Context: an optimization exercise on an open-source flow, tuned for small area, a short achievable clock period and few clock cycles per item. The choices shown serve that exercise and are no tape-out recipe. Only simulation tests tie the RTL to the original design; equivalence was not proved.

### config.mk
export PLATFORM = sky130hd
export DESIGN_NAME = date_difference_days_top
export DESIGN_NICKNAME = date_difference_days_top
export VERILOG_FILES = /design/flow/design.v
export SDC_FILE = /design/flow/constraint.sdc
export NUM_CORES = 4
export LEC_CHECK = 0
export ABC_AREA = 1
export CAP_MARGIN = 20
export CORE_MARGIN = 2
export CORE_UTILIZATION = 70
export GPL_ROUTABILITY_DRIVEN = 0
export GPL_TIMING_DRIVEN = 0
export SLEW_MARGIN = 20
### constraint.sdc
create_clock -name core_clock -period 5.5 [get_ports {clk_i}]
set_input_delay 1.1000 -clock core_clock [delete_from_list [all_inputs] [get_ports {clk_i}]]
set_output_delay 1.1000 -clock core_clock [all_outputs]
set_load 0.01 [all_outputs]
### design.v
`timescale 1ns / 1ps
package dd_pkg;
  localparam int unsigned DAY_W   = 5;
  localparam int unsigned MONTH_W = 4;
  localparam int unsigned YEAR_W  = 14;
  localparam int unsigned DIFF_W  = 23;
endpackage
`timescale 1ns / 1ps
module date_difference_days_top #(
  parameter int unsigned YEAR_MAX = 9999
) (
  input  logic                      clk_i,
  input  logic                      rst_ni,
  input  logic                      valid_i,
  output logic                      stall_o,
  input  logic [dd_pkg::DAY_W-1:0]   first_day_i,
  input  logic [dd_pkg::MONTH_W-1:0] first_month_i,
  input  logic [dd_pkg::YEAR_W-1:0]  first_year_i,
  input  logic [dd_pkg::DAY_W-1:0]   second_day_i,
  input  logic [dd_pkg::MONTH_W-1:0] second_month_i,
  input  logic [dd_pkg::YEAR_W-1:0]  second_year_i,
  output logic                      valid_o,
  input  logic                      stall_i,
  output logic [dd_pkg::DIFF_W-1:0]  day_difference_o
);
  logic valid_q;
  logic adv;
  logic hit;
  logic [3:0] flags_d, flags_q;
  assign flags_d = {second_year_i > 14'd9999, second_year_i == 14'd0,
                     first_year_i > 14'd9999, first_year_i == 14'd0};
  assign hit = (flags_d == flags_q);
  always_ff @(posedge clk_i or negedge rst_ni) begin
    if (!rst_ni) begin
      flags_q <= 4'd0;
    end else if (valid_i) begin
      flags_q <= flags_d;
    end
  end
  assign adv     = !(valid_q && stall_i);
  assign stall_o = !(adv && hit);
  assign valid_o = valid_q;
  logic [13:0] yc0, yc1;
  assign yc0 = flags_q[1] ? 14'd9999 : {first_year_i[13:1], first_year_i[0] | flags_q[0]};
  assign yc1 = flags_q[3] ? 14'd9999 : {second_year_i[13:1], second_year_i[0] | flags_q[2]};
  logic [11:0] q0, q1;
  assign q0 = yc0[13:2];
  assign q1 = yc1[13:2];
  logic [14:0] dlt;
  assign dlt = {1'b0, yc1} + {1'b0, ~yc0} + 15'd1;
  logic [8:0]  nb0;
  logic [22:0] bk1;
  always_comb begin
    logic [8:0] r;
    case (first_month_i)
      4'd0: r = 9'd511;
      4'd1: r = 9'd511;
      4'd2: r = 9'd480;
      4'd3: r = 9'd452;
      4'd4: r = 9'd421;
      4'd5: r = 9'd391;
      4'd6: r = 9'd360;
      4'd7: r = 9'd330;
      4'd8: r = 9'd299;
      4'd9: r = 9'd268;
      4'd10: r = 9'd238;
      4'd11: r = 9'd207;
      4'd12: r = 9'd177;
      4'd13: r = 9'd177;
      4'd14: r = 9'd177;
      4'd15: r = 9'd177;
      default: r = 9'd0;
    endcase
    nb0 = r;
  end
  always_comb begin
    logic [22:0] r;
    case (second_month_i)
      4'd0: r = 23'd1780983;
      4'd1: r = 23'd1780983;
      4'd2: r = 23'd1781014;
      4'd3: r = 23'd1781042;
      4'd4: r = 23'd1781073;
      4'd5: r = 23'd1781103;
      4'd6: r = 23'd1781134;
      4'd7: r = 23'd1781164;
      4'd8: r = 23'd1781195;
      4'd9: r = 23'd1781226;
      4'd10: r = 23'd1781256;
      4'd11: r = 23'd1781287;
      4'd12: r = 23'd1781317;
      4'd13: r = 23'd1781317;
      4'd14: r = 23'd1781317;
      4'd15: r = 23'd1781317;
      default: r = 23'd0;
    endcase
    bk1 = r;
  end
  logic d0_s1;
  assign d0_s1 = q0[0] ^ q0[3] ^ ~q0[8];
  logic d0_c2;
  assign d0_c2 = (q0[0] & q0[3]) | (q0[0] & ~q0[8]) | (q0[3] & ~q0[8]);
  logic d0_s3;
  assign d0_s3 = q0[1] ^ q0[4] ^ ~q0[9];
  logic d0_c4;
  assign d0_c4 = (q0[1] & q0[4]) | (q0[1] & ~q0[9]) | (q0[4] & ~q0[9]);
  logic d0_s5;
  assign d0_s5 = q0[0] ^ q0[2] ^ q0[5];
  logic d0_c6;
  assign d0_c6 = (q0[0] & q0[2]) | (q0[0] & q0[5]) | (q0[2] & q0[5]);
  logic d0_s7;
  assign d0_s7 = ~q0[10] ^ d0_c4 ^ d0_s5;
  logic d0_c8;
  assign d0_c8 = (~q0[10] & d0_c4) | (~q0[10] & d0_s5) | (d0_c4 & d0_s5);
  logic d0_s9;
  assign d0_s9 = q0[1] ^ q0[3] ^ q0[6];
  logic d0_c10;
  assign d0_c10 = (q0[1] & q0[3]) | (q0[1] & q0[6]) | (q0[3] & q0[6]);
  logic d0_s11;
  assign d0_s11 = ~q0[11] ^ d0_c6 ^ d0_s9;
  logic d0_c12;
  assign d0_c12 = (~q0[11] & d0_c6) | (~q0[11] & d0_s9) | (d0_c6 & d0_s9);
  logic d0_s13;
  assign d0_s13 = ~(q0[2] ^ q0[4]);
  logic d0_c14;
  assign d0_c14 = q0[2] | q0[4];
  logic d0_s15;
  assign d0_s15 = q0[7] ^ d0_c10 ^ d0_s13;
  logic d0_c16;
  assign d0_c16 = (q0[7] & d0_c10) | (q0[7] & d0_s13) | (d0_c10 & d0_s13);
  logic d0_s17;
  assign d0_s17 = ~(q0[3] ^ q0[5]);
  logic d0_c18;
  assign d0_c18 = q0[3] | q0[5];
  logic d0_s19;
  assign d0_s19 = q0[8] ^ d0_c14 ^ d0_s17;
  logic d0_c20;
  assign d0_c20 = (q0[8] & d0_c14) | (q0[8] & d0_s17) | (d0_c14 & d0_s17);
  logic d0_s21;
  assign d0_s21 = ~(q0[4] ^ q0[6]);
  logic d0_c22;
  assign d0_c22 = q0[4] | q0[6];
  logic d0_s23;
  assign d0_s23 = q0[9] ^ d0_c18 ^ d0_s21;
  logic d0_c24;
  assign d0_c24 = (q0[9] & d0_c18) | (q0[9] & d0_s21) | (d0_c18 & d0_s21);
  logic d0_s25;
  assign d0_s25 = ~(q0[5] ^ q0[7]);
  logic d0_c26;
  assign d0_c26 = q0[5] | q0[7];
  logic d0_s27;
  assign d0_s27 = q0[10] ^ d0_c22 ^ d0_s25;
  logic d0_c28;
  assign d0_c28 = (q0[10] & d0_c22) | (q0[10] & d0_s25) | (d0_c22 & d0_s25);
  logic d0_s29;
  assign d0_s29 = ~(q0[6] ^ q0[8]);
  logic d0_c30;
  assign d0_c30 = q0[6] | q0[8];
  logic d0_s31;
  assign d0_s31 = q0[11] ^ d0_c26 ^ d0_s29;
  logic d0_c32;
  assign d0_c32 = (q0[11] & d0_c26) | (q0[11] & d0_s29) | (d0_c26 & d0_s29);
  logic d0_s33;
  assign d0_s33 = ~(q0[7] ^ q0[9]);
  logic d0_c34;
  assign d0_c34 = q0[7] | q0[9];
  logic d0_h35;
  assign d0_h35 = d0_c30 ^ d0_s33;
  logic d0_k36;
  assign d0_k36 = d0_c30 & d0_s33;
  logic d0_s37;
  assign d0_s37 = ~(q0[8] ^ q0[10]);
  logic d0_c38;
  assign d0_c38 = q0[8] | q0[10];
  logic d0_h39;
  assign d0_h39 = d0_c34 ^ d0_s37;
  logic d0_k40;
  assign d0_k40 = d0_c34 & d0_s37;
  logic d0_s41;
  assign d0_s41 = ~(q0[9] ^ q0[11]);
  logic d0_c42;
  assign d0_c42 = q0[9] | q0[11];
  logic d0_h43;
  assign d0_h43 = d0_c38 ^ d0_s41;
  logic d0_k44;
  assign d0_k44 = d0_c38 & d0_s41;
  logic d0_s45;
  assign d0_s45 = ~(q0[10] ^ d0_c42);
  logic d0_c46;
  assign d0_c46 = q0[10] | d0_c42;
  logic d0_s47;
  assign d0_s47 = ~(q0[11] ^ d0_c46);
  logic [21:0] p0;
  assign p0 = {d0_s47, d0_k44, d0_k40, d0_k36, d0_c32, d0_c28, d0_c24, d0_c20, d0_c16, d0_c12, d0_c8, d0_s7, d0_c2, d0_s1, q0[2], q0[1], q0[0], ~q0[4], ~q0[3], ~q0[2], ~q0[1], ~q0[0]} + {1'b0, d0_s45, d0_h43, d0_h39, d0_h35, d0_s31, d0_s27, d0_s23, d0_s19, d0_s15, d0_s11, 1'b0, d0_s3, 1'b0, ~q0[7], ~q0[6], ~q0[5], 1'b0, 1'b0, 1'b0, 1'b0, 1'b1};
  logic d1_s48;
  assign d1_s48 = q1[0] ^ q1[3] ^ ~q1[8];
  logic d1_c49;
  assign d1_c49 = (q1[0] & q1[3]) | (q1[0] & ~q1[8]) | (q1[3] & ~q1[8]);
  logic d1_s50;
  assign d1_s50 = q1[1] ^ q1[4] ^ ~q1[9];
  logic d1_c51;
  assign d1_c51 = (q1[1] & q1[4]) | (q1[1] & ~q1[9]) | (q1[4] & ~q1[9]);
  logic d1_s52;
  assign d1_s52 = q1[0] ^ q1[2] ^ q1[5];
  logic d1_c53;
  assign d1_c53 = (q1[0] & q1[2]) | (q1[0] & q1[5]) | (q1[2] & q1[5]);
  logic d1_s54;
  assign d1_s54 = ~q1[10] ^ d1_c51 ^ d1_s52;
  logic d1_c55;
  assign d1_c55 = (~q1[10] & d1_c51) | (~q1[10] & d1_s52) | (d1_c51 & d1_s52);
  logic d1_s56;
  assign d1_s56 = q1[1] ^ q1[3] ^ q1[6];
  logic d1_c57;
  assign d1_c57 = (q1[1] & q1[3]) | (q1[1] & q1[6]) | (q1[3] & q1[6]);
  logic d1_s58;
  assign d1_s58 = ~q1[11] ^ d1_c53 ^ d1_s56;
  logic d1_c59;
  assign d1_c59 = (~q1[11] & d1_c53) | (~q1[11] & d1_s56) | (d1_c53 & d1_s56);
  logic d1_s60;
  assign d1_s60 = ~(q1[2] ^ q1[4]);
  logic d1_c61;
  assign d1_c61 = q1[2] | q1[4];
  logic d1_s62;
  assign d1_s62 = q1[7] ^ d1_c57 ^ d1_s60;
  logic d1_c63;
  assign d1_c63 = (q1[7] & d1_c57) | (q1[7] & d1_s60) | (d1_c57 & d1_s60);
  logic d1_s64;
  assign d1_s64 = ~(q1[3] ^ q1[5]);
  logic d1_c65;
  assign d1_c65 = q1[3] | q1[5];
  logic d1_s66;
  assign d1_s66 = q1[8] ^ d1_c61 ^ d1_s64;
  logic d1_c67;
  assign d1_c67 = (q1[8] & d1_c61) | (q1[8] & d1_s64) | (d1_c61 & d1_s64);
  logic d1_s68;
  assign d1_s68 = ~(q1[4] ^ q1[6]);
  logic d1_c69;
  assign d1_c69 = q1[4] | q1[6];
  logic d1_s70;
  assign d1_s70 = q1[9] ^ d1_c65 ^ d1_s68;
  logic d1_c71;
  assign d1_c71 = (q1[9] & d1_c65) | (q1[9] & d1_s68) | (d1_c65 & d1_s68);
  logic d1_s72;
  assign d1_s72 = ~(q1[5] ^ q1[7]);
  logic d1_c73;
  assign d1_c73 = q1[5] | q1[7];
  logic d1_s74;
  assign d1_s74 = q1[10] ^ d1_c69 ^ d1_s72;
  logic d1_c75;
  assign d1_c75 = (q1[10] & d1_c69) | (q1[10] & d1_s72) | (d1_c69 & d1_s72);
  logic d1_s76;
  assign d1_s76 = ~(q1[6] ^ q1[8]);
  logic d1_c77;
  assign d1_c77 = q1[6] | q1[8];
  logic d1_s78;
  assign d1_s78 = q1[11] ^ d1_c73 ^ d1_s76;
  logic d1_c79;
  assign d1_c79 = (q1[11] & d1_c73) | (q1[11] & d1_s76) | (d1_c73 & d1_s76);
  logic d1_s80;
  assign d1_s80 = ~(q1[7] ^ q1[9]);
  logic d1_c81;
  assign d1_c81 = q1[7] | q1[9];
  logic d1_h82;
  assign d1_h82 = d1_c77 ^ d1_s80;
  logic d1_k83;
  assign d1_k83 = d1_c77 & d1_s80;
  logic d1_s84;
  assign d1_s84 = ~(q1[8] ^ q1[10]);
  logic d1_c85;
  assign d1_c85 = q1[8] | q1[10];
  logic d1_h86;
  assign d1_h86 = d1_c81 ^ d1_s84;
  logic d1_k87;
  assign d1_k87 = d1_c81 & d1_s84;
  logic d1_s88;
  assign d1_s88 = ~(q1[9] ^ q1[11]);
  logic d1_c89;
  assign d1_c89 = q1[9] | q1[11];
  logic d1_h90;
  assign d1_h90 = d1_c85 ^ d1_s88;
  logic d1_k91;
  assign d1_k91 = d1_c85 & d1_s88;
  logic d1_s92;
  assign d1_s92 = ~(q1[10] ^ d1_c89);
  logic d1_c93;
  assign d1_c93 = q1[10] | d1_c89;
  logic d1_s94;
  assign d1_s94 = ~(q1[11] ^ d1_c93);
  logic [21:0] p1;
  assign p1 = {d1_s94, d1_k91, d1_k87, d1_k83, d1_c79, d1_c75, d1_c71, d1_c67, d1_c63, d1_c59, d1_c55, d1_s54, d1_c49, d1_s48, q1[2], q1[1], q1[0], ~q1[4], ~q1[3], ~q1[2], ~q1[1], ~q1[0]} + {1'b0, d1_s92, d1_h90, d1_h86, d1_h82, d1_s78, d1_s74, d1_s70, d1_s66, d1_s62, d1_s58, 1'b0, d1_s50, 1'b0, ~q1[7], ~q1[6], ~q1[5], 1'b0, 1'b0, 1'b0, 1'b0, 1'b1};
  logic [6:0] c0, c1;
  logic       lj0, lj1;
  logic [7:0] g0_d, g1_d;
  assign c0  = p0[21:15];
  assign c1  = p1[21:15];
  assign lj0 = (yc0[1:0] == 2'd0) && ((p0[14:10] != 5'd0) || (c0[1:0] == 2'd0))
               && (first_month_i <= 4'd2);
  assign lj1 = (yc1[1:0] == 2'd0) && ((p1[14:10] != 5'd0) || (c1[1:0] == 2'd0))
               && (second_month_i <= 4'd2);
  logic [8:0] g0_w, g1_w;
  assign g0_w = {1'b0, c0, 1'b1} + {1'b0, ~{2'b0, c0[6:2]}, lj0};
  assign g1_w = {1'b0, c1, 1'b1} + {1'b0, ~{2'b0, c1[6:2]}, lj1};
  assign g0_d = g0_w[8:1];
  assign g1_d = g1_w[8:1];
  logic a_s95;
  assign a_s95 = second_day_i[0] ^ ~first_day_i[0] ^ q1[0];
  logic a_c96;
  assign a_c96 = (second_day_i[0] & ~first_day_i[0]) | (second_day_i[0] & q1[0]) | (~first_day_i[0] & q1[0]);
  logic a_s97;
  assign a_s97 = ~q0[0] ^ nb0[0] ^ bk1[0];
  logic a_c98;
  assign a_c98 = (~q0[0] & nb0[0]) | (~q0[0] & bk1[0]) | (nb0[0] & bk1[0]);
  logic a_h99;
  assign a_h99 = a_s95 ^ a_s97;
  logic a_k100;
  assign a_k100 = a_s95 & a_s97;
  logic a_s101;
  assign a_s101 = second_day_i[1] ^ ~first_day_i[1] ^ q1[1];
  logic a_c102;
  assign a_c102 = (second_day_i[1] & ~first_day_i[1]) | (second_day_i[1] & q1[1]) | (~first_day_i[1] & q1[1]);
  logic a_s103;
  assign a_s103 = ~q0[1] ^ nb0[1] ^ bk1[1];
  logic a_c104;
  assign a_c104 = (~q0[1] & nb0[1]) | (~q0[1] & bk1[1]) | (nb0[1] & bk1[1]);
  logic a_s105;
  assign a_s105 = a_c96 ^ a_s101 ^ a_c98;
  logic a_c106;
  assign a_c106 = (a_c96 & a_s101) | (a_c96 & a_c98) | (a_s101 & a_c98);
  logic a_s107;
  assign a_s107 = a_s103 ^ ~dlt[0] ^ a_k100;
  logic a_c108;
  assign a_c108 = (a_s103 & ~dlt[0]) | (a_s103 & a_k100) | (~dlt[0] & a_k100);
  logic a_h109;
  assign a_h109 = a_s105 ^ ~dlt[1];
  logic a_k110;
  assign a_k110 = a_s105 & ~dlt[1];
  logic a_s111;
  assign a_s111 = second_day_i[2] ^ ~first_day_i[2] ^ q1[2];
  logic a_c112;
  assign a_c112 = (second_day_i[2] & ~first_day_i[2]) | (second_day_i[2] & q1[2]) | (~first_day_i[2] & q1[2]);
  logic a_s113;
  assign a_s113 = ~q0[2] ^ nb0[2] ^ bk1[2];
  logic a_c114;
  assign a_c114 = (~q0[2] & nb0[2]) | (~q0[2] & bk1[2]) | (nb0[2] & bk1[2]);
  logic a_s115;
  assign a_s115 = a_c102 ^ a_s111 ^ a_c104;
  logic a_c116;
  assign a_c116 = (a_c102 & a_s111) | (a_c102 & a_c104) | (a_s111 & a_c104);
  logic a_s117;
  assign a_s117 = a_s113 ^ a_c106 ^ a_s115;
  logic a_c118;
  assign a_c118 = (a_s113 & a_c106) | (a_s113 & a_s115) | (a_c106 & a_s115);
  logic a_s119;
  assign a_s119 = ~dlt[1] ^ ~dlt[2] ^ a_c108;
  logic a_c120;
  assign a_c120 = (~dlt[1] & ~dlt[2]) | (~dlt[1] & a_c108) | (~dlt[2] & a_c108);
  logic a_h121;
  assign a_h121 = a_k110 ^ a_s117;
  logic a_k122;
  assign a_k122 = a_k110 & a_s117;
  logic a_s123;
  assign a_s123 = second_day_i[3] ^ ~first_day_i[3] ^ q1[3];
  logic a_c124;
  assign a_c124 = (second_day_i[3] & ~first_day_i[3]) | (second_day_i[3] & q1[3]) | (~first_day_i[3] & q1[3]);
  logic a_s125;
  assign a_s125 = ~q0[3] ^ nb0[3] ^ bk1[3];
  logic a_c126;
  assign a_c126 = (~q0[3] & nb0[3]) | (~q0[3] & bk1[3]) | (nb0[3] & bk1[3]);
  logic a_s127;
  assign a_s127 = a_c112 ^ a_s123 ^ a_c114;
  logic a_c128;
  assign a_c128 = (a_c112 & a_s123) | (a_c112 & a_c114) | (a_s123 & a_c114);
  logic a_s129;
  assign a_s129 = a_s125 ^ a_c116 ^ a_s127;
  logic a_c130;
  assign a_c130 = (a_s125 & a_c116) | (a_s125 & a_s127) | (a_c116 & a_s127);
  logic a_s131;
  assign a_s131 = ~dlt[2] ^ ~dlt[3] ^ a_c118;
  logic a_c132;
  assign a_c132 = (~dlt[2] & ~dlt[3]) | (~dlt[2] & a_c118) | (~dlt[3] & a_c118);
  logic a_s133;
  assign a_s133 = a_s129 ^ a_k122 ^ a_c120;
  logic a_c134;
  assign a_c134 = (a_s129 & a_k122) | (a_s129 & a_c120) | (a_k122 & a_c120);
  logic a_s135;
  assign a_s135 = second_day_i[4] ^ ~first_day_i[4] ^ q1[4];
  logic a_c136;
  assign a_c136 = (second_day_i[4] & ~first_day_i[4]) | (second_day_i[4] & q1[4]) | (~first_day_i[4] & q1[4]);
  logic a_s137;
  assign a_s137 = ~q0[4] ^ nb0[4] ^ bk1[4];
  logic a_c138;
  assign a_c138 = (~q0[4] & nb0[4]) | (~q0[4] & bk1[4]) | (nb0[4] & bk1[4]);
  logic a_s139;
  assign a_s139 = a_c124 ^ a_s135 ^ a_c126;
  logic a_c140;
  assign a_c140 = (a_c124 & a_s135) | (a_c124 & a_c126) | (a_s135 & a_c126);
  logic a_s141;
  assign a_s141 = a_s137 ^ ~dlt[0] ^ a_c128;
  logic a_c142;
  assign a_c142 = (a_s137 & ~dlt[0]) | (a_s137 & a_c128) | (~dlt[0] & a_c128);
  logic a_s143;
  assign a_s143 = a_s139 ^ ~dlt[3] ^ ~dlt[4];
  logic a_c144;
  assign a_c144 = (a_s139 & ~dlt[3]) | (a_s139 & ~dlt[4]) | (~dlt[3] & ~dlt[4]);
  logic a_s145;
  assign a_s145 = a_c130 ^ a_s141 ^ a_s143;
  logic a_c146;
  assign a_c146 = (a_c130 & a_s141) | (a_c130 & a_s143) | (a_s141 & a_s143);
  logic a_s147;
  assign a_s147 = a_c132 ^ a_c134 ^ a_s145;
  logic a_c148;
  assign a_c148 = (a_c132 & a_c134) | (a_c132 & a_s145) | (a_c134 & a_s145);
  logic a_s149;
  assign a_s149 = q1[5] ^ ~q0[5] ^ nb0[5];
  logic a_c150;
  assign a_c150 = (q1[5] & ~q0[5]) | (q1[5] & nb0[5]) | (~q0[5] & nb0[5]);
  logic a_s151;
  assign a_s151 = bk1[5] ^ a_c136 ^ a_c138;
  logic a_c152;
  assign a_c152 = (bk1[5] & a_c136) | (bk1[5] & a_c138) | (a_c136 & a_c138);
  logic a_s153;
  assign a_s153 = a_s149 ^ a_c140 ^ a_s151;
  logic a_c154;
  assign a_c154 = (a_s149 & a_c140) | (a_s149 & a_s151) | (a_c140 & a_s151);
  logic a_s155;
  assign a_s155 = ~dlt[1] ^ ~dlt[4] ^ ~dlt[5];
  logic a_c156;
  assign a_c156 = (~dlt[1] & ~dlt[4]) | (~dlt[1] & ~dlt[5]) | (~dlt[4] & ~dlt[5]);
  logic a_s157;
  assign a_s157 = a_c142 ^ a_s153 ^ a_c144;
  logic a_c158;
  assign a_c158 = (a_c142 & a_s153) | (a_c142 & a_c144) | (a_s153 & a_c144);
  logic a_s159;
  assign a_s159 = a_s155 ^ a_c146 ^ a_s157;
  logic a_c160;
  assign a_c160 = (a_s155 & a_c146) | (a_s155 & a_s157) | (a_c146 & a_s157);
  logic a_s161;
  assign a_s161 = q1[6] ^ ~q0[6] ^ nb0[6];
  logic a_c162;
  assign a_c162 = (q1[6] & ~q0[6]) | (q1[6] & nb0[6]) | (~q0[6] & nb0[6]);
  logic a_s163;
  assign a_s163 = bk1[6] ^ a_c150 ^ a_s161;
  logic a_c164;
  assign a_c164 = (bk1[6] & a_c150) | (bk1[6] & a_s161) | (a_c150 & a_s161);
  logic a_s165;
  assign a_s165 = a_c152 ^ a_s163 ^ ~dlt[2];
  logic a_c166;
  assign a_c166 = (a_c152 & a_s163) | (a_c152 & ~dlt[2]) | (a_s163 & ~dlt[2]);
  logic a_s167;
  assign a_s167 = ~dlt[5] ^ ~dlt[6] ^ a_c154;
  logic a_c168;
  assign a_c168 = (~dlt[5] & ~dlt[6]) | (~dlt[5] & a_c154) | (~dlt[6] & a_c154);
  logic a_s169;
  assign a_s169 = a_s165 ^ a_c156 ^ a_s167;
  logic a_c170;
  assign a_c170 = (a_s165 & a_c156) | (a_s165 & a_s167) | (a_c156 & a_s167);
  logic a_h171;
  assign a_h171 = a_c158 ^ a_s169;
  logic a_k172;
  assign a_k172 = a_c158 & a_s169;
  logic a_s173;
  assign a_s173 = q1[7] ^ ~q0[7] ^ nb0[7];
  logic a_c174;
  assign a_c174 = (q1[7] & ~q0[7]) | (q1[7] & nb0[7]) | (~q0[7] & nb0[7]);
  logic a_s175;
  assign a_s175 = bk1[7] ^ a_c162 ^ a_s173;
  logic a_c176;
  assign a_c176 = (bk1[7] & a_c162) | (bk1[7] & a_s173) | (a_c162 & a_s173);
  logic a_s177;
  assign a_s177 = dlt[0] ^ a_c164 ^ a_s175;
  logic a_c178;
  assign a_c178 = (dlt[0] & a_c164) | (dlt[0] & a_s175) | (a_c164 & a_s175);
  logic a_s179;
  assign a_s179 = ~dlt[3] ^ ~dlt[6] ^ a_s177;
  logic a_c180;
  assign a_c180 = (~dlt[3] & ~dlt[6]) | (~dlt[3] & a_s177) | (~dlt[6] & a_s177);
  logic a_s181;
  assign a_s181 = a_c166 ^ ~dlt[7] ^ a_c168;
  logic a_c182;
  assign a_c182 = (a_c166 & ~dlt[7]) | (a_c166 & a_c168) | (~dlt[7] & a_c168);
  logic a_s183;
  assign a_s183 = a_s179 ^ a_c170 ^ a_s181;
  logic a_c184;
  assign a_c184 = (a_s179 & a_c170) | (a_s179 & a_s181) | (a_c170 & a_s181);
  logic a_s185;
  assign a_s185 = q1[8] ^ ~q0[8] ^ nb0[8];
  logic a_c186;
  assign a_c186 = (q1[8] & ~q0[8]) | (q1[8] & nb0[8]) | (~q0[8] & nb0[8]);
  logic a_s187;
  assign a_s187 = bk1[8] ^ a_c174 ^ a_s185;
  logic a_c188;
  assign a_c188 = (bk1[8] & a_c174) | (bk1[8] & a_s185) | (a_c174 & a_s185);
  logic a_s189;
  assign a_s189 = dlt[0] ^ a_c176 ^ a_s187;
  logic a_c190;
  assign a_c190 = (dlt[0] & a_c176) | (dlt[0] & a_s187) | (a_c176 & a_s187);
  logic a_s191;
  assign a_s191 = dlt[1] ^ ~dlt[4] ^ a_c178;
  logic a_c192;
  assign a_c192 = (dlt[1] & ~dlt[4]) | (dlt[1] & a_c178) | (~dlt[4] & a_c178);
  logic a_s193;
  assign a_s193 = a_s189 ^ ~dlt[7] ^ ~dlt[8];
  logic a_c194;
  assign a_c194 = (a_s189 & ~dlt[7]) | (a_s189 & ~dlt[8]) | (~dlt[7] & ~dlt[8]);
  logic a_s195;
  assign a_s195 = a_c180 ^ a_s191 ^ a_s193;
  logic a_c196;
  assign a_c196 = (a_c180 & a_s191) | (a_c180 & a_s193) | (a_s191 & a_s193);
  logic a_h197;
  assign a_h197 = a_c182 ^ a_s195;
  logic a_k198;
  assign a_k198 = a_c182 & a_s195;
  logic a_s199;
  assign a_s199 = q1[9] ^ ~q0[9] ^ bk1[9];
  logic a_c200;
  assign a_c200 = (q1[9] & ~q0[9]) | (q1[9] & bk1[9]) | (~q0[9] & bk1[9]);
  logic a_s201;
  assign a_s201 = a_c186 ^ a_s199 ^ a_c188;
  logic a_c202;
  assign a_c202 = (a_c186 & a_s199) | (a_c186 & a_c188) | (a_s199 & a_c188);
  logic a_s203;
  assign a_s203 = dlt[1] ^ dlt[2] ^ ~dlt[5];
  logic a_c204;
  assign a_c204 = (dlt[1] & dlt[2]) | (dlt[1] & ~dlt[5]) | (dlt[2] & ~dlt[5]);
  logic a_s205;
  assign a_s205 = a_c190 ^ a_s201 ^ ~dlt[8];
  logic a_c206;
  assign a_c206 = (a_c190 & a_s201) | (a_c190 & ~dlt[8]) | (a_s201 & ~dlt[8]);
  logic a_s207;
  assign a_s207 = ~dlt[9] ^ a_s203 ^ a_c192;
  logic a_c208;
  assign a_c208 = (~dlt[9] & a_s203) | (~dlt[9] & a_c192) | (a_s203 & a_c192);
  logic a_s209;
  assign a_s209 = a_c194 ^ a_s205 ^ a_s207;
  logic a_c210;
  assign a_c210 = (a_c194 & a_s205) | (a_c194 & a_s207) | (a_s205 & a_s207);
  logic a_s211;
  assign a_s211 = a_c196 ^ a_k198 ^ a_s209;
  logic a_c212;
  assign a_c212 = (a_c196 & a_k198) | (a_c196 & a_s209) | (a_k198 & a_s209);
  logic a_s213;
  assign a_s213 = q1[10] ^ ~q0[10] ^ bk1[10];
  logic a_c214;
  assign a_c214 = (q1[10] & ~q0[10]) | (q1[10] & bk1[10]) | (~q0[10] & bk1[10]);
  logic a_s215;
  assign a_s215 = a_c200 ^ a_s213 ^ dlt[2];
  logic a_c216;
  assign a_c216 = (a_c200 & a_s213) | (a_c200 & dlt[2]) | (a_s213 & dlt[2]);
  logic a_s217;
  assign a_s217 = dlt[3] ^ ~dlt[6] ^ a_c202;
  logic a_c218;
  assign a_c218 = (dlt[3] & ~dlt[6]) | (dlt[3] & a_c202) | (~dlt[6] & a_c202);
  logic a_s219;
  assign a_s219 = a_s215 ^ ~dlt[9] ^ ~dlt[10];
  logic a_c220;
  assign a_c220 = (a_s215 & ~dlt[9]) | (a_s215 & ~dlt[10]) | (~dlt[9] & ~dlt[10]);
  logic a_s221;
  assign a_s221 = a_c204 ^ a_s217 ^ a_c206;
  logic a_c222;
  assign a_c222 = (a_c204 & a_s217) | (a_c204 & a_c206) | (a_s217 & a_c206);
  logic a_s223;
  assign a_s223 = a_s219 ^ a_c208 ^ a_s221;
  logic a_c224;
  assign a_c224 = (a_s219 & a_c208) | (a_s219 & a_s221) | (a_c208 & a_s221);
  logic a_h225;
  assign a_h225 = a_c210 ^ a_s223;
  logic a_k226;
  assign a_k226 = a_c210 & a_s223;
  logic a_s227;
  assign a_s227 = q1[11] ^ ~q0[11] ^ bk1[11];
  logic a_c228;
  assign a_c228 = (q1[11] & ~q0[11]) | (q1[11] & bk1[11]) | (~q0[11] & bk1[11]);
  logic a_s229;
  assign a_s229 = a_c214 ^ a_s227 ^ dlt[3];
  logic a_c230;
  assign a_c230 = (a_c214 & a_s227) | (a_c214 & dlt[3]) | (a_s227 & dlt[3]);
  logic a_s231;
  assign a_s231 = dlt[4] ^ a_c216 ^ ~dlt[7];
  logic a_c232;
  assign a_c232 = (dlt[4] & a_c216) | (dlt[4] & ~dlt[7]) | (a_c216 & ~dlt[7]);
  logic a_s233;
  assign a_s233 = ~dlt[10] ^ ~dlt[11] ^ a_s229;
  logic a_c234;
  assign a_c234 = (~dlt[10] & ~dlt[11]) | (~dlt[10] & a_s229) | (~dlt[11] & a_s229);
  logic a_s235;
  assign a_s235 = a_c218 ^ a_c220 ^ a_s231;
  logic a_c236;
  assign a_c236 = (a_c218 & a_c220) | (a_c218 & a_s231) | (a_c220 & a_s231);
  logic a_s237;
  assign a_s237 = a_s233 ^ a_c222 ^ a_s235;
  logic a_c238;
  assign a_c238 = (a_s233 & a_c222) | (a_s233 & a_s235) | (a_c222 & a_s235);
  logic a_h239;
  assign a_h239 = a_c224 ^ a_s237;
  logic a_k240;
  assign a_k240 = a_c224 & a_s237;
  logic a_s241;
  assign a_s241 = bk1[12] ^ a_c228 ^ dlt[4];
  logic a_c242;
  assign a_c242 = (bk1[12] & a_c228) | (bk1[12] & dlt[4]) | (a_c228 & dlt[4]);
  logic a_s243;
  assign a_s243 = dlt[5] ^ ~dlt[8] ^ ~dlt[11];
  logic a_c244;
  assign a_c244 = (dlt[5] & ~dlt[8]) | (dlt[5] & ~dlt[11]) | (~dlt[8] & ~dlt[11]);
  logic a_s245;
  assign a_s245 = ~dlt[12] ^ a_c230 ^ a_s241;
  logic a_c246;
  assign a_c246 = (~dlt[12] & a_c230) | (~dlt[12] & a_s241) | (a_c230 & a_s241);
  logic a_s247;
  assign a_s247 = a_c232 ^ a_s243 ^ a_c234;
  logic a_c248;
  assign a_c248 = (a_c232 & a_s243) | (a_c232 & a_c234) | (a_s243 & a_c234);
  logic a_s249;
  assign a_s249 = a_s245 ^ a_c236 ^ a_s247;
  logic a_c250;
  assign a_c250 = (a_s245 & a_c236) | (a_s245 & a_s247) | (a_c236 & a_s247);
  logic a_s251;
  assign a_s251 = a_c238 ^ a_s249 ^ a_k240;
  logic a_c252;
  assign a_c252 = (a_c238 & a_s249) | (a_c238 & a_k240) | (a_s249 & a_k240);
  logic a_s253;
  assign a_s253 = bk1[13] ^ dlt[5] ^ dlt[6];
  logic a_c254;
  assign a_c254 = (bk1[13] & dlt[5]) | (bk1[13] & dlt[6]) | (dlt[5] & dlt[6]);
  logic a_s255;
  assign a_s255 = ~dlt[9] ^ ~dlt[12] ^ ~dlt[13];
  logic a_c256;
  assign a_c256 = (~dlt[9] & ~dlt[12]) | (~dlt[9] & ~dlt[13]) | (~dlt[12] & ~dlt[13]);
  logic a_s257;
  assign a_s257 = a_c242 ^ a_s253 ^ a_c244;
  logic a_c258;
  assign a_c258 = (a_c242 & a_s253) | (a_c242 & a_c244) | (a_s253 & a_c244);
  logic a_s259;
  assign a_s259 = a_s255 ^ a_c246 ^ a_s257;
  logic a_c260;
  assign a_c260 = (a_s255 & a_c246) | (a_s255 & a_s257) | (a_c246 & a_s257);
  logic a_s261;
  assign a_s261 = a_c248 ^ a_s259 ^ a_c250;
  logic a_c262;
  assign a_c262 = (a_c248 & a_s259) | (a_c248 & a_c250) | (a_s259 & a_c250);
  logic a_s263;
  assign a_s263 = bk1[14] ^ dlt[6] ^ dlt[7];
  logic a_c264;
  assign a_c264 = (bk1[14] & dlt[6]) | (bk1[14] & dlt[7]) | (dlt[6] & dlt[7]);
  logic a_s265;
  assign a_s265 = ~dlt[10] ^ ~dlt[13] ^ ~dlt[14];
  logic a_c266;
  assign a_c266 = (~dlt[10] & ~dlt[13]) | (~dlt[10] & ~dlt[14]) | (~dlt[13] & ~dlt[14]);
  logic a_s267;
  assign a_s267 = a_c254 ^ a_c256 ^ a_s263;
  logic a_c268;
  assign a_c268 = (a_c254 & a_c256) | (a_c254 & a_s263) | (a_c256 & a_s263);
  logic a_s269;
  assign a_s269 = a_s265 ^ a_c258 ^ a_s267;
  logic a_c270;
  assign a_c270 = (a_s265 & a_c258) | (a_s265 & a_s267) | (a_c258 & a_s267);
  logic a_h271;
  assign a_h271 = a_c260 ^ a_s269;
  logic a_k272;
  assign a_k272 = a_c260 & a_s269;
  logic a_s273;
  assign a_s273 = bk1[15] ^ dlt[7] ^ dlt[8];
  logic a_c274;
  assign a_c274 = (bk1[15] & dlt[7]) | (bk1[15] & dlt[8]) | (dlt[7] & dlt[8]);
  logic a_s275;
  assign a_s275 = ~dlt[11] ^ ~dlt[14] ^ a_c264;
  logic a_c276;
  assign a_c276 = (~dlt[11] & ~dlt[14]) | (~dlt[11] & a_c264) | (~dlt[14] & a_c264);
  logic a_s277;
  assign a_s277 = a_c266 ^ a_s273 ^ a_c268;
  logic a_c278;
  assign a_c278 = (a_c266 & a_s273) | (a_c266 & a_c268) | (a_s273 & a_c268);
  logic a_s279;
  assign a_s279 = a_s275 ^ a_c270 ^ a_s277;
  logic a_c280;
  assign a_c280 = (a_s275 & a_c270) | (a_s275 & a_s277) | (a_c270 & a_s277);
  logic a_s281;
  assign a_s281 = bk1[16] ^ dlt[8] ^ dlt[9];
  logic a_c282;
  assign a_c282 = (bk1[16] & dlt[8]) | (bk1[16] & dlt[9]) | (dlt[8] & dlt[9]);
  logic a_s283;
  assign a_s283 = ~dlt[12] ^ a_c274 ^ a_s281;
  logic a_c284;
  assign a_c284 = (~dlt[12] & a_c274) | (~dlt[12] & a_s281) | (a_c274 & a_s281);
  logic a_s285;
  assign a_s285 = a_c276 ^ a_s283 ^ a_c278;
  logic a_c286;
  assign a_c286 = (a_c276 & a_s283) | (a_c276 & a_c278) | (a_s283 & a_c278);
  logic a_s287;
  assign a_s287 = bk1[17] ^ dlt[9] ^ dlt[10];
  logic a_c288;
  assign a_c288 = (bk1[17] & dlt[9]) | (bk1[17] & dlt[10]) | (dlt[9] & dlt[10]);
  logic a_s289;
  assign a_s289 = ~dlt[13] ^ a_c282 ^ a_s287;
  logic a_c290;
  assign a_c290 = (~dlt[13] & a_c282) | (~dlt[13] & a_s287) | (a_c282 & a_s287);
  logic a_h291;
  assign a_h291 = a_c284 ^ a_s289;
  logic a_k292;
  assign a_k292 = a_c284 & a_s289;
  logic a_s293;
  assign a_s293 = bk1[18] ^ dlt[10] ^ dlt[11];
  logic a_c294;
  assign a_c294 = (bk1[18] & dlt[10]) | (bk1[18] & dlt[11]) | (dlt[10] & dlt[11]);
  logic a_s295;
  assign a_s295 = ~dlt[14] ^ a_c288 ^ a_s293;
  logic a_c296;
  assign a_c296 = (~dlt[14] & a_c288) | (~dlt[14] & a_s293) | (a_c288 & a_s293);
  logic a_h297;
  assign a_h297 = a_c290 ^ a_s295;
  logic a_k298;
  assign a_k298 = a_c290 & a_s295;
  logic a_s299;
  assign a_s299 = bk1[19] ^ dlt[11] ^ dlt[12];
  logic a_c300;
  assign a_c300 = (bk1[19] & dlt[11]) | (bk1[19] & dlt[12]) | (dlt[11] & dlt[12]);
  logic a_s301;
  assign a_s301 = a_c294 ^ a_s299 ^ a_c296;
  logic a_c302;
  assign a_c302 = (a_c294 & a_s299) | (a_c294 & a_c296) | (a_s299 & a_c296);
  logic a_s303;
  assign a_s303 = bk1[20] ^ dlt[12] ^ dlt[13];
  logic a_c304;
  assign a_c304 = (bk1[20] & dlt[12]) | (bk1[20] & dlt[13]) | (dlt[12] & dlt[13]);
  logic a_h305;
  assign a_h305 = a_c300 ^ a_s303;
  logic a_k306;
  assign a_k306 = a_c300 & a_s303;
  logic a_s307;
  assign a_s307 = bk1[21] ^ dlt[13] ^ dlt[14];
  logic a_c308;
  assign a_c308 = (bk1[21] & dlt[13]) | (bk1[21] & dlt[14]) | (dlt[13] & dlt[14]);
  logic a_h309;
  assign a_h309 = a_c304 ^ a_s307;
  logic a_k310;
  assign a_k310 = a_c304 & a_s307;
  logic a_s311;
  assign a_s311 = bk1[22] ^ dlt[14] ^ a_c308;
  logic [22:0] sa_d, sb_d;
  assign sa_d = {a_k310, a_k306, a_c302, a_k298, a_k292, a_c286, a_c280, a_k272, a_c262, a_c252, a_s251, a_k226, a_c212, a_s211, a_c184, a_k172, a_c160, a_c148, a_s147, a_s131, a_s119, a_s107, ~dlt[0]};
  assign sb_d = {a_s311, a_h309, a_h305, a_s301, a_h297, a_h291, a_s285, a_s279, a_h271, a_s261, 1'b0, a_h239, a_h225, 1'b0, a_h197, a_s183, a_h171, a_s159, 1'b0, a_s133, a_h121, a_h109, a_h99};
  logic [22:0] sa_q, sb_q;
  logic [7:0]  g0_q, g1_q;
  always_ff @(posedge clk_i) begin
    if (adv) begin
      sa_q <= sa_d;
      sb_q <= sb_d;
      g0_q <= g0_d;
      g1_q <= g1_d;
    end
  end
  always_ff @(posedge clk_i or negedge rst_ni) begin
    if (!rst_ni) begin
      valid_q <= 1'b0;
    end else if (adv) begin
      valid_q <= valid_i && hit;
    end
  end
  logic b_s312;
  assign b_s312 = sa_q[0] ^ sb_q[0] ^ ~g1_q[0];
  logic b_c313;
  assign b_c313 = (sa_q[0] & sb_q[0]) | (sa_q[0] & ~g1_q[0]) | (sb_q[0] & ~g1_q[0]);
  logic b_s314;
  assign b_s314 = sa_q[1] ^ sb_q[1] ^ ~g1_q[1];
  logic b_c315;
  assign b_c315 = (sa_q[1] & sb_q[1]) | (sa_q[1] & ~g1_q[1]) | (sb_q[1] & ~g1_q[1]);
  logic b_s316;
  assign b_s316 = g0_q[1] ^ b_c313 ^ b_s314;
  logic b_c317;
  assign b_c317 = (g0_q[1] & b_c313) | (g0_q[1] & b_s314) | (b_c313 & b_s314);
  logic b_s318;
  assign b_s318 = sa_q[2] ^ sb_q[2] ^ ~g1_q[2];
  logic b_c319;
  assign b_c319 = (sa_q[2] & sb_q[2]) | (sa_q[2] & ~g1_q[2]) | (sb_q[2] & ~g1_q[2]);
  logic b_s320;
  assign b_s320 = g0_q[2] ^ b_c315 ^ b_s318;
  logic b_c321;
  assign b_c321 = (g0_q[2] & b_c315) | (g0_q[2] & b_s318) | (b_c315 & b_s318);
  logic b_s322;
  assign b_s322 = sa_q[3] ^ sb_q[3] ^ ~g1_q[3];
  logic b_c323;
  assign b_c323 = (sa_q[3] & sb_q[3]) | (sa_q[3] & ~g1_q[3]) | (sb_q[3] & ~g1_q[3]);
  logic b_s324;
  assign b_s324 = g0_q[3] ^ b_c319 ^ b_s322;
  logic b_c325;
  assign b_c325 = (g0_q[3] & b_c319) | (g0_q[3] & b_s322) | (b_c319 & b_s322);
  logic b_s326;
  assign b_s326 = sa_q[4] ^ sb_q[4] ^ ~g1_q[4];
  logic b_c327;
  assign b_c327 = (sa_q[4] & sb_q[4]) | (sa_q[4] & ~g1_q[4]) | (sb_q[4] & ~g1_q[4]);
  logic b_s328;
  assign b_s328 = g0_q[4] ^ b_c323 ^ b_s326;
  logic b_c329;
  assign b_c329 = (g0_q[4] & b_c323) | (g0_q[4] & b_s326) | (b_c323 & b_s326);
  logic b_s330;
  assign b_s330 = sa_q[5] ^ sb_q[5] ^ ~g1_q[5];
  logic b_c331;
  assign b_c331 = (sa_q[5] & sb_q[5]) | (sa_q[5] & ~g1_q[5]) | (sb_q[5] & ~g1_q[5]);
  logic b_s332;
  assign b_s332 = g0_q[5] ^ b_c327 ^ b_s330;
  logic b_c333;
  assign b_c333 = (g0_q[5] & b_c327) | (g0_q[5] & b_s330) | (b_c327 & b_s330);
  logic b_s334;
  assign b_s334 = sa_q[6] ^ sb_q[6] ^ ~g1_q[6];
  logic b_c335;
  assign b_c335 = (sa_q[6] & sb_q[6]) | (sa_q[6] & ~g1_q[6]) | (sb_q[6] & ~g1_q[6]);
  logic b_s336;
  assign b_s336 = g0_q[6] ^ b_c331 ^ b_s334;
  logic b_c337;
  assign b_c337 = (g0_q[6] & b_c331) | (g0_q[6] & b_s334) | (b_c331 & b_s334);
  logic b_s338;
  assign b_s338 = sa_q[7] ^ sb_q[7] ^ ~g1_q[7];
  logic b_c339;
  assign b_c339 = (sa_q[7] & sb_q[7]) | (sa_q[7] & ~g1_q[7]) | (sb_q[7] & ~g1_q[7]);
  logic b_s340;
  assign b_s340 = g0_q[7] ^ b_c335 ^ b_s338;
  logic b_c341;
  assign b_c341 = (g0_q[7] & b_c335) | (g0_q[7] & b_s338) | (b_c335 & b_s338);
  logic b_s342;
  assign b_s342 = sa_q[8] ^ sb_q[8] ^ b_c339;
  logic b_c343;
  assign b_c343 = (sa_q[8] & sb_q[8]) | (sa_q[8] & b_c339) | (sb_q[8] & b_c339);
  logic b_h344;
  assign b_h344 = sa_q[9] ^ sb_q[9];
  logic b_k345;
  assign b_k345 = sa_q[9] & sb_q[9];
  logic b_h346;
  assign b_h346 = sa_q[10] ^ sb_q[10];
  logic b_k347;
  assign b_k347 = sa_q[10] & sb_q[10];
  logic b_h348;
  assign b_h348 = sa_q[11] ^ sb_q[11];
  logic b_k349;
  assign b_k349 = sa_q[11] & sb_q[11];
  logic b_h350;
  assign b_h350 = sa_q[12] ^ sb_q[12];
  logic b_k351;
  assign b_k351 = sa_q[12] & sb_q[12];
  logic b_h352;
  assign b_h352 = sa_q[13] ^ sb_q[13];
  logic b_k353;
  assign b_k353 = sa_q[13] & sb_q[13];
  logic b_h354;
  assign b_h354 = sa_q[14] ^ sb_q[14];
  logic b_k355;
  assign b_k355 = sa_q[14] & sb_q[14];
  logic b_h356;
  assign b_h356 = sa_q[15] ^ sb_q[15];
  logic b_k357;
  assign b_k357 = sa_q[15] & sb_q[15];
  logic b_h358;
  assign b_h358 = sa_q[16] ^ sb_q[16];
  logic b_k359;
  assign b_k359 = sa_q[16] & sb_q[16];
  logic b_h360;
  assign b_h360 = sa_q[17] ^ sb_q[17];
  logic b_k361;
  assign b_k361 = sa_q[17] & sb_q[17];
  logic b_h362;
  assign b_h362 = sa_q[18] ^ sb_q[18];
  logic b_k363;
  assign b_k363 = sa_q[18] & sb_q[18];
  logic b_h364;
  assign b_h364 = sa_q[19] ^ sb_q[19];
  logic b_k365;
  assign b_k365 = sa_q[19] & sb_q[19];
  logic b_h366;
  assign b_h366 = sa_q[20] ^ sb_q[20];
  logic b_k367;
  assign b_k367 = sa_q[20] & sb_q[20];
  logic b_h368;
  assign b_h368 = sa_q[21] ^ sb_q[21];
  logic b_k369;
  assign b_k369 = sa_q[21] & sb_q[21];
  logic b_h370;
  assign b_h370 = sa_q[22] ^ sb_q[22];
  assign day_difference_o = {b_k369, b_k367, b_k365, b_k363, b_k361, b_k359, b_k357, b_k355, b_k353, b_k351, b_k349, b_k347, b_k345, b_c343, b_c341, b_c337, b_c333, b_c329, b_c325, b_c321, b_c317, b_s316, g0_q[0]} + {b_h370, b_h368, b_h366, b_h364, b_h362, b_h360, b_h358, b_h356, b_h354, b_h352, b_h350, b_h348, b_h346, b_h344, b_s342, b_s340, b_s336, b_s332, b_s328, b_s324, b_s320, 1'b0, b_s312};
endmodule
### flow/run.sh
#!/bin/bash
# Standard layout, with the port buffers made of sky130_fd_sc_hd__buf_2 cells instead of the
# buffer_ports default. All output goes to flow.log in the work folder.
set -o pipefail
export BUFFER_PORTS_ARGS="-buffer_cell sky130_fd_sc_hd__buf_2"
bash standard.sh > flow.log 2>&1
### standard.sh
#!/bin/bash
# synth_recipe.tcl (not shown) runs the flow's synth.tcl, then flattens the netlist and writes it again
# the make line also repeats each setting of config.mk as NAME=value (left out here)
make -C /OpenROAD-flow-scripts/flow DESIGN_CONFIG=/design/flow/config.mk WORK_HOME=/design/flow/orfs CLKGATE_MAP_FILE= SYNTH_SCRIPT=/design/flow/synth_recipe.tcl "${@:-finish}"
==> results of run 1 <==
area by class of cell:
class	instances	area [um2]	area share, %
flip-flops and latches	64	1900	15.8
clock inverters	5	81.3	0.675
inverters	348	1310	10.8
repair buffers	82	453	3.76
plain buffers	3	22.5	0.187
clock buffers	11	233	1.93
multi-input cells	914	7810	64.9
well taps	188	235	1.95
diodes	1	2.50	0.0208
final timing paths:
| kind | from | endpoint | slack (ns) | cells after the start |
|---|---|---|---|---|
| max | first_year_i[0] | sa_q[12]$_DFFE_PN_ | 0.10 | 24 |
| min | flags_q[0]$_DFFE_PN0P_ | flags_q[0]$_DFFE_PN0P_ | 0.50 | 2 |
| max reg2reg | flags_q[1]$_DFFE_PN0P_ | sa_q[12]$_DFFE_PN_ | 0.21 | 24 |
| min reg2reg | flags_q[0]$_DFFE_PN0P_ | flags_q[0]$_DFFE_PN0P_ | 0.50 | 2 |
| max in group asynchronous | rst_ni | flags_q[1]$_DFFE_PN0P_ | 4.80 | 1 |
| min in group asynchronous | rst_ni | flags_q[2]$_DFFE_PN0P_ | 0.56 | 1 |
stage by stage:
step                      utilization, %  instances
after global routing                79.5       1615
after floorplan                        -       1329
after global placement              75.5       1590
final                               79.5       1616
after detailed placement            75.8       1591
after CTS                           77.9       1607
sequential cells by signal, summed over array words and instances (netlist names):
signal,count
valid_q,1
sb_q,20
flags_q,4
sa_q,23
g0_q,8
g1_q,8
critical path, stage by stage:
cell	delay [ns]
buf_2	0.11
nor2_1	0.07
nand2_1	0.10
ha_2	0.21
fa_2	0.42
o21ai_2	0.17
nand2_2	0.08
o21ai_2	0.17
nand2_1	0.10
nand2_1	0.07
nand2_1	0.06
nand2_2	0.12
a21oi_1	0.09
o21bai_2	0.18
nor2_1	0.08
nor2_2	0.15
inv_2	0.09
fa_2	0.35
fa_1	0.53
inv_1	0.06
fa_1	0.49
inv_1	0.05
ha_1	0.18
fa_1	0.42
placed cells by master, fill, tap and decap left out, types with 8 or more instances in the layout:
cell,Yosys,final
inv_1,336,332
nand2_1,209,205
ha_1,152,147
fa_1,114,112
nor2_1,81,73
buf_2,0,73
a21oi_1,67,64
nand3_1,60,60
edfxtp_1,59,59
xor2_1,43,37
o21ai_0,39,36
nand4_1,23,23
inv_2,12,16
xnor2_1,16,15
nand2_2,10,13
nor2_2,10,11
buf_4,1,9
nor2_4,2,9
nor3_1,11,9
xor2_2,3,9
clkbuf_16,0,9
nor4_1,9,8
repair_timing:
| item | CTS | global route |
|---|---|---|
| hold buffers | 0 | 0 |
| setup endpoints to repair | 5 | 11 |
| pin swaps | 0 | 9 |
| setup buffers | 0 | 8 |
| gates resized for setup | 7 | 40 |
logic make-up (layout without fill, tap and decap cells):
logic type	count (synthesis)	count (layout)	synth area share [%]
other cells	0	1	0
compound gates	150	150	8.08
simple gates	436	436	18.3
buf+inv	351	449	12.3
fa+ha+maj	266	266	38.6
xor+xnor	62	62	5.22
flops	64	64	17.5
per-layer routing:
metal	share of wire [%]	track usage, %	up-vias
met5	0	0	-
met2	49	56.2	336
li1	-	-	4374
met1	41	40.1	4212
met3	7.2	5.57	58
met4	3.2	9.83	0
==> run summary, run 1 <==
status=timing/DRC/antenna clean; max_cap viols=0; CTS max path bufs=2; Horiz. Die Dim=128 um; CTS tree=done; share of layout cells above drive strength 1=13.7%; Max Fclk=between 150 and 200 MHz; Final Max Slew Viols=0; vias in the first global route=around 9,000; Post-Syn Nets=about 1,600; global-route usage over all layers=a little under a third; Routed Antenna Nets=0; post-detail-place hpwl=20.9 mm; ys flop type=edfxtp_1; Worst-Skew Late Latency=0.35 ns; required time worst endpoint=roughly 5.6 ns; DRC marker count from the first detailed-route iteration=667; largest net degree at the start of global routing=60; CP startpoint kind=primary input; Setup Crit Path Kind=in -> reg; Setup WS pre-CTS=-0.591 ns; minimum hold slack=between 0.4 and 0.5 ns; post-synth top area share=a little over a fifth; cell taking the most area after synthesis=fa_1; final number of setup-violating endpoints=0; Nets=between 1,500 and 2,000; Congestion Overflow GR=0; Synth Instances=1,329; Area Growth Syn to Fin=11.1%; post-route setup slack=around 0.10 ns; Post-synth ARST share=between 7 and 8%; list of most frequent post-synthesis cells=336 x inv_1, 209 x nand2_1, 152 x ha_1; Yosys cell types=approximately 50; Critical Path Fanout Max=3; routed via count=around 9,000; Post-route DRC=0; # IOs=75; most frequent cell after synthesis=inv_1; ranking of synthesized cells by area=fa_1 21%, ha_1 18%, edfxtp_1 16%, inv_1 12%, nand2_1 7.2%; die area=16,500 um2; H-tree depth=3; min Tclk post-route=5.40 ns; worst hold path type=reg -> reg; Worst Setup End Kind=flip-flop; fin crit share=98.1%; worst slew pin tran=~0.75 ns; Post-Route WL=between 20 and 30 mm; DRT Pass-1 Iters=7; final hold vios=0; Root Driver=clkbuf_16; # rows=between 40 and 50; first-pass GRT wire length=between 40 and 50 mm; number of synthesized register bits=64; register area share after synthesis=roughly 18%; synth warn=1; WL per Instance=around 16 um; Fill cells=1,090; vias per cell=between 5 and 6; initial antenna violation count=2; RSZ-0062 raised after global routing=true; WP data arrival=~5.5 ns; Num CTS Buffers=9; clk sink count=between 60 and 70; mapped cell area=around 11,000 um2; Post-synth EDFFs=between 50 and 60; die height=around 130 um; initial core utilization=71.6%; core area=around 15,000 um2; fin area=12,000 um2; port bufs=between 70 and 80; area post-placement=around 11,000 um2; Slew HR=about half; Clock Pin Slew Worst Setup and Hold Paths=0.06 ns; clock skew=0.0150 ns; Mapped Avg Cell Area=about 8.2 um2; total negative slack=0 ns
Testbench counts, summed over its fixed seeds: cycles 12,008, items 12,000.
==> run 2, diff against run 1 <==
--- a/config.mk
+++ b/config.mk
@@ -5,10 +5,10 @@
 export SDC_FILE = /design/flow/constraint.sdc
 export NUM_CORES = 4
 export LEC_CHECK = 0
-export ABC_AREA = 1
 export CAP_MARGIN = 20
 export CORE_MARGIN = 2
 export CORE_UTILIZATION = 70
 export GPL_ROUTABILITY_DRIVEN = 0
 export GPL_TIMING_DRIVEN = 0
+export SETUP_SLACK_MARGIN = 0.15
 export SLEW_MARGIN = 20
==> run 2 against run 1 <==
Clock skew shrank 0.0059 ns. Register-to-register slack got worse by 0.08 ns. Sequential share of layout area up 0.57 points. Largest cell class unchanged.
==> run summary, run 2 <==
status=timing/DRC/antenna clean; clock skew=0.00912 ns (-0.00591 ns); clk sink count=64 (unchanged); most common cell after layout, fill and taps aside=inv_1; minimum hold slack=0.556 ns (+0.0582 ns); # rows=43 (-4.4%); Setup Crit Path Kind=in -> reg; Final Core Density=83.5% (+4.0 points); Final Max Slew Viols=0 (unchanged); port bufs=68 (-6.8%); Critical R2R Capture=sb_q[15]$_DFFE_PN_; Worst Setup End Kind=flip-flop; DRT Pass-1 Iters=5 (-2); CTS tree=done; Crit path largest cell delay=0.76 ns (+0.23 ns); initial core utilization=72.0% (+0.45 points); mapped cell area=10,000 um2 (-7.4%); post-detail-place hpwl=18.3 mm (-12%); fin crit share=98.4% (+0.29 points); initial antenna violation count=0 (-2); Fill cells=833 (-24%); RSZ-0062 raised after global routing=true; list of most frequent post-synthesis cells=241 x inv_1, 152 x ha_1, 114 x fa_1; vias per cell=5.81 (+4.5%); routed via count=7,767 (-14%); required time worst endpoint=5.57 ns (about the same); Buf/Inv on CP=3 (-1); Num CTS Buffers=9 (unchanged); CTS max path bufs=2 (unchanged); worst hold path type=in -> async; min Tclk post-route=5.41 ns (+0.0159 ns); global-route usage over all layers=30.8% (-1.0 points); Critical Path Fanout Max=3 (unchanged); Post-synth EDFFs=59 (unchanged); Clock Pin Slew Worst Setup and Hold Paths=0.06 ns (about the same); Post-Syn Nets=1,363 (-17%); max_cap viols=0 (unchanged); ys flop type=edfxtp_1; largest net degree at the start of global routing=61 (+1.7%); # IOs=75 (unchanged); Congestion Overflow GR=0 (unchanged); n_diodes=0 (-1); cell taking the most area after synthesis=fa_1; Synth Instances=1,047 (-21%); Horiz. Die Dim=124 um (-3.7%); first-pass GRT wire length=35.7 mm (-13%); Root Driver=clkbuf_16; WP data arrival=5.48 ns (about the same); core area=13,900 um2 (-8.0%); ranking of synthesized cells by area=fa_1 23%, ha_1 19%, edfxtp_1 18%, inv_1 9.0%, xnor2_1 4.9%; number of synthesized register bits=64 (unchanged); largest delay contributor family on the critical path=adder cells; R2R cell count=18 (-25%); die area=15,300 um2 (-7.2%); Biggest register=sa_q; Reg2Reg Setup Slack=0.13 ns (-0.08 ns); final hold vios=0 (unchanged); Routed Antenna Nets=0 (unchanged); post-synth top area share=22.7% (+1.7 points); final number of setup-violating endpoints=0 (unchanged); Reg2Reg Launch Point=flags_q[3]$_DFFE_PN0P_; WL per Instance=18.4 um (+18%); Post-route DRC=0 (unchanged); vias in the first global route=7,364 (-17%); Mapped Avg Cell Area=9.58 um2 (+18%); DRC marker count from the first detailed-route iteration=452 (-32%); Most common cell on crit path=fa_1; biggest regs=sa_q x23, sb_q x20; register area share after synthesis=18.9% (+1.4 points); critical path startpoint=second_year_i[0]; Largest register FFs=23 (unchanged); most frequent cells in the layout=232 x inv_1, 142 x ha_1, 107 x fa_1; Post-synth ARST share=7.81% (unchanged); Max Fclk=185 MHz (-0.29%); share of layout cells above drive strength 1=19.6% (+6.0 points); CP Cell Sequence=buf_2 > nor3_2 > ha_4 > fa_2 > nor2b_2 > o21ai_2 > a21oi_2 > o311ai_2 > a21boi_2 > o21ai_2 > a21oi_2 > or2_2 > a311oi_1 > fa_1 > inv_1 > fa_1 > inv_1 > fa_1; CP startpoint kind=primary input; Slew HR=42.6% (-6.7 points); H-tree depth=3 (unchanged); cts hold-fix bufs=0 (unchanged); Yosys cell types=67 (+31%); Area Growth Syn to Fin=15.9%; Post-Route WL=24.6 mm (-2.3%); CP max-delay cell=a311oi_1; synth warn=1 (unchanged); die height=124 um (-3.7%); worst slew pin tran=0.855 ns (+0.102 ns); most frequent cell after synthesis=inv_1; Nets=1,468 (-16%); Worst-Skew Late Latency=0.35 ns (about the same)
run 2: cell types whose count changed in the layout (fill, tap and decap cells not counted), moves of 10 or more:
cell      previous run  this run
o21ai_0             36        22
nand2_1            205        38
xnor2_1             15        51
buf_4                9        25
nand2b_1             0        13
a21oi_1             64        31
xor2_1              37        20
nor2_1              73        51
nand2_2             13         3
inv_1              332       232
nand4_1             23         5
nand3_1             60        16
run 2: cells by family (layout without fill, tap and decap cells):
group / Yosys count / in the layout / share of synthesized area [%]
buf+inv: 254 / 364 / 9.60
flops: 64 / 64 / 18.9
compound gates: 150 / 150 / 10.2
fa+ha+maj: 268 / 268 / 41.9
mux: 9 / 9 / 0.923
xor+xnor: 85 / 85 / 7.56
simple gates: 217 / 217 / 10.9
run 2: final cells by class:
cell class	instances	area, um2	share of cell area [%]
Timing Repair Buffer	94	566	4.86
Sequential cell	64	1900	16.3
Buffer	12	72.6	0.624
Multi-Input combinational cell	729	7640	65.7
Clock inverter	5	81.3	0.699
Inverter	242	911	7.83
Tap cell	180	225	1.94
Clock buffer	11	233	2.00
run 2: worst register-to-register path: stages, from the launching register on:
cell      delay, ns
dfrtp_2        0.50
clkbuf_4       0.25
nor3_2         0.39
ha_4           0.21
fa_2           0.22
nor2b_2        0.05
o21ai_2        0.16
a21oi_2        0.09
o311ai_2       0.28
a21boi_2       0.12
o21ai_2        0.22
a21oi_2        0.10
or2_2          0.32
a311oi_1       0.76
fa_1           0.31
inv_1          0.07
fa_1           0.53
inv_1          0.06
fa_1           0.46
run 2: timing repair:
item | CTS | global route
hold endpoints to repair | 0 | 0
setup endpoints to repair | 15 | 25
setup buffers | 3 | 22
pin swaps | 9 | 40
resized for setup | 33 | 67
run 2: per-layer routing:
metal / vias up / global-route usage [%] / routed length (um)
li1: 3630 / - / -
met1: 3733 / 41.3 / 10100
met2: 316 / 51.6 / 11900
met3: 88 / 3.66 / 1430
met4: 0 / 12.0 / 1210
met5: - / 0 / 0
run 2: how the worst max path moves through the flow:
stage / to / cells past startpoint
2_1_floorplan: sa_q[12]$_DFFE_PN_ / 19
3_3_place_gp: g1_q[4]$_DFFE_PN_ / 22
3_5_place_dp: g1_q[4]$_DFFE_PN_ / 22
4_1_cts: sa_q[12]$_DFFE_PN_ / 20
5_1_grt: sb_q[15]$_DFFE_PN_ / 18
6_report: sb_q[15]$_DFFE_PN_ / 18
run 2: through the flow:
stage                     cell area, um2  worst slack, ns  setup TNS [ns]  std cells
after floorplan                    10100            0.151               0       1047
after global placement             10700           -0.642           -5.76       1295
after detailed placement           10700           -0.694           -6.37       1296
after CTS                          11200           0.0945               0       1315
after global routing               11600           0.0101               0       1337
final                              11600           0.0874               0       1337

## re-timing with driven ports
In the flow no input, the clock included, has a driving cell. The finished layouts below were timed again as built, in two steps.
Step 1: set_driving_cell puts a clkbuf_16 on clk_i and a buf_2 on each other input, an assumption about the parent block.
Step 2 times the ports against the registers' clock, not the clock port: input delays grow and output delays shrink by t, the midpoint of the rising clock arrivals with the driver on.
a / b / c = ideal / step 1 / step 2; a / b = the first two.
run	t, ns	setup slack, ns	worst hold slack (ns)	slew at the worst register clock pin (ns)	pins driven straight from the clock port
run 1	0.386	0.103 / 0.131 / -0.255	0.498 / 0.498 / 0.498	0.06 / 0.06	1
run 2	0.386	0.087 / 0.110 / -0.275	0.556 / 0.534 / 0.577	0.06 / 0.06	1
Met with ideal ports but missed after step 2: setup timing in run 1 and run 2. For run 2, which loses most, drivers alone change the setup slack by +0.023 ns; drivers and shift together by -0.362 ns.
